Context: an optimization exercise on an open-source flow, tuned for small area and a short achievable clock period. The choices shown serve that exercise and are no tape-out recipe. Function was checked by simulation only, so behaviour that the tests miss may differ from the original. The clock port is modelled as an ideal driver, which makes a skipped or thinned clock tree look cheaper than it is; a real chip needs a root buffer or a tree. Power figures rest on the tool's default switching activity, not on a simulated workload.

## core_top
module core_top #(
  parameter int reset_pulse_cycles = 1048576
) (
  input  logic                          clk_74a,
  input  logic                          pll_core_locked,
  input  logic [core_pkg::bridge_w-1:0] bridge_addr,
  input  logic                          bridge_wr,
  input  logic [core_pkg::bridge_w-1:0] bridge_wr_data,
  input  logic [31:0]                   cont1_joy,
  input  logic [core_pkg::bridge_w-1:0] rtc_date,
  input  logic [core_pkg::bridge_w-1:0] rtc_time,
  input  logic [core_pkg::rgb_w-1:0]    rgb_in,
  input  logic                          de_in,
  input  logic                          vs_in,
  input  logic [core_pkg::chan_w-1:0]   snap_index,
  output logic                          core_reset,
  output logic [core_pkg::chan_w-1:0]   stick_x,
  output logic [core_pkg::chan_w-1:0]   stick_y,
  output logic [23:0]                   video_rgb,
  output logic                          video_de,
  output logic [core_pkg::rtc_w-1:0]    rtc_word
);
clock: 18.0 ns
lec_check: 0
cap_margin: 20
core_margin: 2
core_utilization: 40
slew_margin: 20
tns_end_percent: 10
standard.sh (not shown) runs the stock make flow with config.mk's settings and CLKGATE_MAP_FILE= SYNTH_SCRIPT=/design/flow/synth_recipe.tcl, a recipe that flattens the netlist after the stock synthesis.
==> flow/flow/run.sh <==
#!/bin/bash
# The standard layout (standard.sh), with these changes to how it is made:
# - the ports get the smallest buffer (buf_1) instead of the delay buffer
#   buffer_ports picks by itself;
# - after synthesis, polar.py removes inverters between adder cells by
#   flipping full adders (a full adder is self-dual), without touching the
#   registers or changing the logic function;
# - after global placement, the gate that makes core_reset gets its own
#   buffer on pll_core_locked (clone_reset_buf.tcl), apart from the reset tree;
# - after clock tree synthesis, its 17-buffer H-tree is replaced by a root
#   buffer and leaf buffers over equal-size k-means groups of the registers, as many
#   groups (from 8) as keep the estimated clock-pin slew under 95 ps
#   (post_cts.tcl, manual_cts.tcl);
# - timing repair aims for 10.3 ns of setup slack, well beyond the 18 ns
#   constraint, so that it shortens the critical paths.
# - the constant outputs share the tie cells synthesis made, instead of one
#   tie cell per output (SKIP_REPAIR_TIE_FANOUT).
# The constraints (constraint.sdc) and everything else are the standard flow's.
set -eo pipefail
export BUFFER_PORTS_ARGS="-buffer_cell sky130_fd_sc_hd__buf_1"
export SETUP_SLACK_MARGIN=10.3
export SKIP_REPAIR_TIE_FANOUT=1
export CTS_ARGS="-sink_clustering_enable -repair_clock_nets -buf_list sky130_fd_sc_hd__clkbuf_8 -dont_use_dummy_load"
export POST_CTS_TCL=$PWD/flow/post_cts.tcl
export MCTS_LEAVES=8
export MCTS_SLEW_TARGET=0.095
export MCTS_LEAF=sky130_fd_sc_hd__clkbuf_8
export MCTS_ROOT=sky130_fd_sc_hd__clkbuf_8
RES=$PWD/orfs/results/sky130hd/core_top/base
bash standard.sh $RES/1_2_yosys.v 2>&1 | tee standard_0.log
python3 flow/polar.py $RES/1_2_yosys.v $RES/1_2_yosys.v 2>&1 | tee polar.log
bash standard.sh $RES/3_3_place_gp.odb 2>&1 | tee standard_1.log
CLONE_ODB=$RES/3_3_place_gp.odb openroad -no_init -exit flow/clone_reset_buf.tcl 2>&1 | tee clone.log
bash standard.sh 2>&1 | tee standard_2.log
Other scripts of this flow, unchanged in this note and not shown: flow/flow/clone_reset_buf.tcl, flow/flow/manual_cts.tcl, flow/flow/polar.py, flow/flow/post_cts.tcl
The first run passed the timing, design-rule and antenna checks.
Edit:
--- a/flow/flow/run.sh
+++ b/flow/flow/run.sh
@@ -20,3 +20,3 @@
 export BUFFER_PORTS_ARGS="-buffer_cell sky130_fd_sc_hd__buf_1"
-export SETUP_SLACK_MARGIN=10.3
+export SETUP_SLACK_MARGIN=10.6
 export SKIP_REPAIR_TIE_FANOUT=1
--- a/flow/config.mk
+++ b/flow/config.mk
@@ -11,2 +11,2 @@
 export SLEW_MARGIN = 20
-export TNS_END_PERCENT = 10
+export TNS_END_PERCENT = 0
After rerunning:
- The new run went through all stages and came out clean
- critical path depth increases by 1
- hold slack is worse by 0.0032 ns
- power rose slightly
- cell area rose slightly
- via count goes up slightly
Edit:
--- a/flow/flow/run.sh
+++ b/flow/flow/run.sh
@@ -20,3 +20,3 @@
 export BUFFER_PORTS_ARGS="-buffer_cell sky130_fd_sc_hd__buf_1"
-export SETUP_SLACK_MARGIN=10.6
+export SETUP_SLACK_MARGIN=10.3
 export SKIP_REPAIR_TIE_FANOUT=1
--- a/flow/config.mk
+++ b/flow/config.mk
@@ -9,4 +9,4 @@
 export CORE_MARGIN = 2
-export CORE_UTILIZATION = 40
+export CORE_UTILIZATION = 55
+export PLACE_DENSITY = 0.8
 export SLEW_MARGIN = 20
-export TNS_END_PERCENT = 0
Outcome: Critical path depth is unchanged. Hold slack stays flat. Synthesized area does not change. Routed wire length goes down by about 2.2%. Setup slack loses 0.11 ns. Synthesized cell count stays the same. Flip-flop and latch count does not change.
Edit:
--- a/flow/config.mk
+++ b/flow/config.mk
@@ -9,4 +9,3 @@
 export CORE_MARGIN = 2
-export CORE_UTILIZATION = 55
-export PLACE_DENSITY = 0.8
+export CORE_UTILIZATION = 40
 export SLEW_MARGIN = 20
Worst hold slack stays flat.
Worst setup slack improved by 0.052 ns.
First-iteration DRC count came out lower by about 15%.
Total power came out lower by about 1.1%.
Cell area came out higher by about 0.65%.
Clock skew came out lower by 0.0054 ns.
In every run of this note, the design's own scripts or RTL, not TritonCTS, make the clock network.

========
## run 1
core_top, a different RTL version from the one above (not shown whole).
For scale: ~9800 sq um of cells after synthesis.
Design core_top, start of the top module:
module core_top #(
  parameter int reset_pulse_cycles = 1048576
) (
  input  logic                          clk_74a,
  input  logic                          pll_core_locked,
  input  logic [core_pkg::bridge_w-1:0] bridge_addr,
  input  logic                          bridge_wr,
  input  logic [core_pkg::bridge_w-1:0] bridge_wr_data,
  input  logic [31:0]                   cont1_joy,
  input  logic [core_pkg::bridge_w-1:0] rtc_date,
  input  logic [core_pkg::bridge_w-1:0] rtc_time,
  input  logic [core_pkg::rgb_w-1:0]    rgb_in,
  input  logic                          de_in,
  input  logic                          vs_in,
  input  logic [core_pkg::chan_w-1:0]   snap_index,
  output logic                          core_reset,
  output logic [core_pkg::chan_w-1:0]   stick_x,
  output logic [core_pkg::chan_w-1:0]   stick_y,
  output logic [23:0]                   video_rgb,
  output logic                          video_de,
  output logic [core_pkg::rtc_w-1:0]    rtc_word
);
==> flow/config.mk <==
export PLATFORM = sky130hd
export DESIGN_NAME = core_top
export DESIGN_NICKNAME = core_top
export VERILOG_FILES = /design/flow/design.v
export SDC_FILE = /design/flow/constraint.sdc
export NUM_CORES = 4
export LEC_CHECK = 0
export CAP_MARGIN = 20
export CORE_MARGIN = 2
export CORE_UTILIZATION = 40
export SLEW_MARGIN = 20
==> flow/constraint.sdc <==
create_clock -name core_clock -period 18.0 [get_ports {clk_74a}]
set_input_delay 3.6000 -clock core_clock [delete_from_list [all_inputs] [get_ports {clk_74a}]]
set_output_delay 3.6000 -clock core_clock [all_outputs]
set_load 0.01 [all_outputs]
==> flow/flow/run.sh <==
#!/bin/bash
# The standard layout (standard.sh), with these changes to how it is made:
# - the ports get the smallest buffer (buf_1) instead of the delay buffer
#   buffer_ports picks by itself;
# - after synthesis, polar.py removes inverters between adder cells by
#   flipping full adders (a full adder is self-dual), without touching the
#   registers or changing the logic function;
# - after global placement, the gate that makes core_reset gets its own
#   buffer on pll_core_locked (clone_reset_buf.tcl), apart from the reset tree;
# - after clock tree synthesis, its 17-buffer H-tree is replaced by a root
#   buffer and leaf buffers over k-means groups of the registers, as many
#   groups (from 8) as keep the estimated clock-pin slew under 95 ps
#   (post_cts.tcl, manual_cts.tcl);
# - timing repair aims for 10.3 ns of setup slack, well beyond the 18 ns
#   constraint, so that it shortens the critical paths.
# - the constant outputs share the tie cells synthesis made, instead of one
#   tie cell per output (SKIP_REPAIR_TIE_FANOUT).
# The constraints (constraint.sdc) and everything else are the standard flow's.
set -eo pipefail
export BUFFER_PORTS_ARGS="-buffer_cell sky130_fd_sc_hd__buf_1"
export SETUP_SLACK_MARGIN=10.3
export SKIP_REPAIR_TIE_FANOUT=1
export REMOVE_ABC_BUFFERS=1
export CTS_ARGS="-sink_clustering_enable -repair_clock_nets -buf_list sky130_fd_sc_hd__clkbuf_8 -dont_use_dummy_load"
export POST_CTS_TCL=$PWD/flow/post_cts.tcl
export MCTS_LEAVES=8
export MCTS_SLEW_TARGET=0.095
export MCTS_LEAF=sky130_fd_sc_hd__clkbuf_8
export MCTS_ROOT=sky130_fd_sc_hd__clkbuf_8
RES=$PWD/orfs/results/sky130hd/core_top/base
bash standard.sh $RES/1_2_yosys.v 2>&1 | tee standard_0.log
python3 flow/polar.py $RES/1_2_yosys.v $RES/1_2_yosys.v 2>&1 | tee polar.log
bash standard.sh $RES/3_3_place_gp.odb 2>&1 | tee standard_1.log
CLONE_ODB=$RES/3_3_place_gp.odb openroad -no_init -exit flow/clone_reset_buf.tcl 2>&1 | tee clone.log
bash standard.sh 2>&1 | tee standard_2.log
Other scripts of this flow, unchanged in this note and not shown: flow/flow/clone_reset_buf.tcl, flow/flow/manual_cts.tcl, flow/flow/polar.py, flow/flow/post_cts.tcl
#### Input delta (run 2 over run 1)
diff --git a/flow/flow/run.sh b/flow/flow/run.sh
--- a/flow/flow/run.sh
+++ b/flow/flow/run.sh
@@ -22,3 +22,2 @@
 export SKIP_REPAIR_TIE_FANOUT=1
-export REMOVE_ABC_BUFFERS=1
 export CTS_ARGS="-sink_clustering_enable -repair_clock_nets -buf_list sky130_fd_sc_hd__clkbuf_8 -dont_use_dummy_load"
### Flow results
Run 1 has a higher depth of the worst register-to-register path than run 2. Looking at run 1 and run 2, the share of total power in combinational logic is a wash. Run 2 has sequential share of layout area above what run 1 had.
Input changes introduced in run 3 (baseline for comparison: run 2):
diff --git a/flow/flow/run.sh b/flow/flow/run.sh
--- a/flow/flow/run.sh
+++ b/flow/flow/run.sh
@@ -20,3 +20,3 @@
 export BUFFER_PORTS_ARGS="-buffer_cell sky130_fd_sc_hd__buf_1"
-export SETUP_SLACK_MARGIN=10.3
+export SETUP_SLACK_MARGIN=10.45
 export SKIP_REPAIR_TIE_FANOUT=1
Findings:
- The design area of run 3 was inferior to that of run 2.
- Combinational fraction of design power, run 3 and run 2: larger value in run 3
- Looking at final cell count without fillers across run 3 and run 2, the one that comes out lower is run 2.
- Compared with run 2, in run 3 worst setup margin rose 0.037 ns, total power increased 1.6%, wire length of the first global-routing pass shows no meaningful change.
- Higher internal power was reported by run 3, not run 2.
Setup changes, run 3 to run 4
Settings: CORE_UTILIZATION changed from 40 to 65; PLACE_DENSITY newly set to 0.75.
diff --git a/flow/flow/run.sh b/flow/flow/run.sh
--- a/flow/flow/run.sh
+++ b/flow/flow/run.sh
@@ -20,3 +20,3 @@
 export BUFFER_PORTS_ARGS="-buffer_cell sky130_fd_sc_hd__buf_1"
-export SETUP_SLACK_MARGIN=10.45
+export SETUP_SLACK_MARGIN=10.3
 export SKIP_REPAIR_TIE_FANOUT=1
Results
The total power of run 4 is lower than that of run 3. Between run 4 and run 3, it is run 4 whose logic gate share of total power is lower, by 1.4 points. Cell count on run 4 is down relative to run 3. The maximum clock frequency of run 4 is lower than that of run 3. Lower share of the clock period used by the worst path after layout goes to run 3 over run 4. Floorplan die area was higher in run 3 than in run 4. Comparing run 4 and run 3, the lower total global-route track usage is on run 3. What run 4 reported for half-perimeter wire length after detailed placement has to be multiplied by 1.05 to get the figure for run 3. Between run 3 and run 4, the flow reports area of all placed cells without fillers decreasing by a few percent.
[inputs] run 5 vs run 4
Settings: changing CORE_UTILIZATION from 65 to 40; removing PLACE_DENSITY (formerly 0.75).
diff --git a/flow/flow/run.sh b/flow/flow/run.sh
--- a/flow/flow/run.sh
+++ b/flow/flow/run.sh
@@ -20,3 +20,3 @@
 export BUFFER_PORTS_ARGS="-buffer_cell sky130_fd_sc_hd__buf_1"
-export SETUP_SLACK_MARGIN=10.3
+export SETUP_SLACK_MARGIN=10.2
 export SKIP_REPAIR_TIE_FANOUT=1
Notes after the runs:
- Comparing run 5 and run 4, register-to-register slack is higher on run 4.
- | reported net switching power | run 5 vs run 4 | 0.59% higher |
- Run 5: total via count in the routed design about 2.2% below run 4
- Compared to run 4, the routing of run 5 uses more wire.
- Re synthesized area: no difference whatsoever between run 4 and run 5.
- In the reports for run 5 and run 4, the larger cell count belongs to run 5.
- On design area: between run 5 and run 4, it ends up lower for run 4.
- As of run 5, total power had fallen slightly compared to run 4.
In every run of this note, the design's own scripts or RTL, not TritonCTS, make the clock network.

-- afterwards: timing with drivers on the ports --
In the flow no input, the clock included, has a driving cell. The finished layouts below were timed again as built, in two steps. Step 1, drivers: a clkbuf_16 drives clk_74a and a buf_2 each remaining input, both assumed. Step 2 also shifts input and output timing later by t, the mid clock arrival at the registers, as if the neighbouring blocks saw the same clock. Slacks: ideal ports / drivers / drivers and shift; pairs: ideal ports / drivers.
run | t (ns) | setup slack, ns | worst setup path at the end | latest minus earliest clock arrival (ns)
the first run of note 1 | 0.426 | 10.303 / 10.312 / 9.886 | input to register | 0.012 / 0.013
the second run of note 1 | 0.424 | 10.477 / 10.425 / 10.050 | input to register | 0.015 / 0.015
the third run of note 1 | 0.431 | 10.364 / 10.373 / 9.942 | input to register | 0.014 / 0.014
the fourth run of note 1 | 0.426 | 10.416 / 10.424 / 9.998 | input to register | 0.013 / 0.013
run 1 | 0.462 | 10.402 / 10.382 / 9.953 | input to register | 0.024 / 0.024
run 2 | 0.467 | 10.448 / 10.423 / 10.009 | input to register | 0.033 / 0.034
run 3 | 0.467 | 10.486 / 10.429 / 10.092 | input to register | 0.034 / 0.034
run 4 | 0.463 | 10.452 / 10.428 / 9.989 | input to register | 0.032 / 0.032
run 5 | 0.468 | 10.405 / 10.420 / 9.965 | input to register | 0.035 / 0.035
After both steps setup and hold are still met in every run listed. For run 4, which loses most, drivers alone change the setup slack by -0.024 ns; drivers and shift together by -0.463 ns.
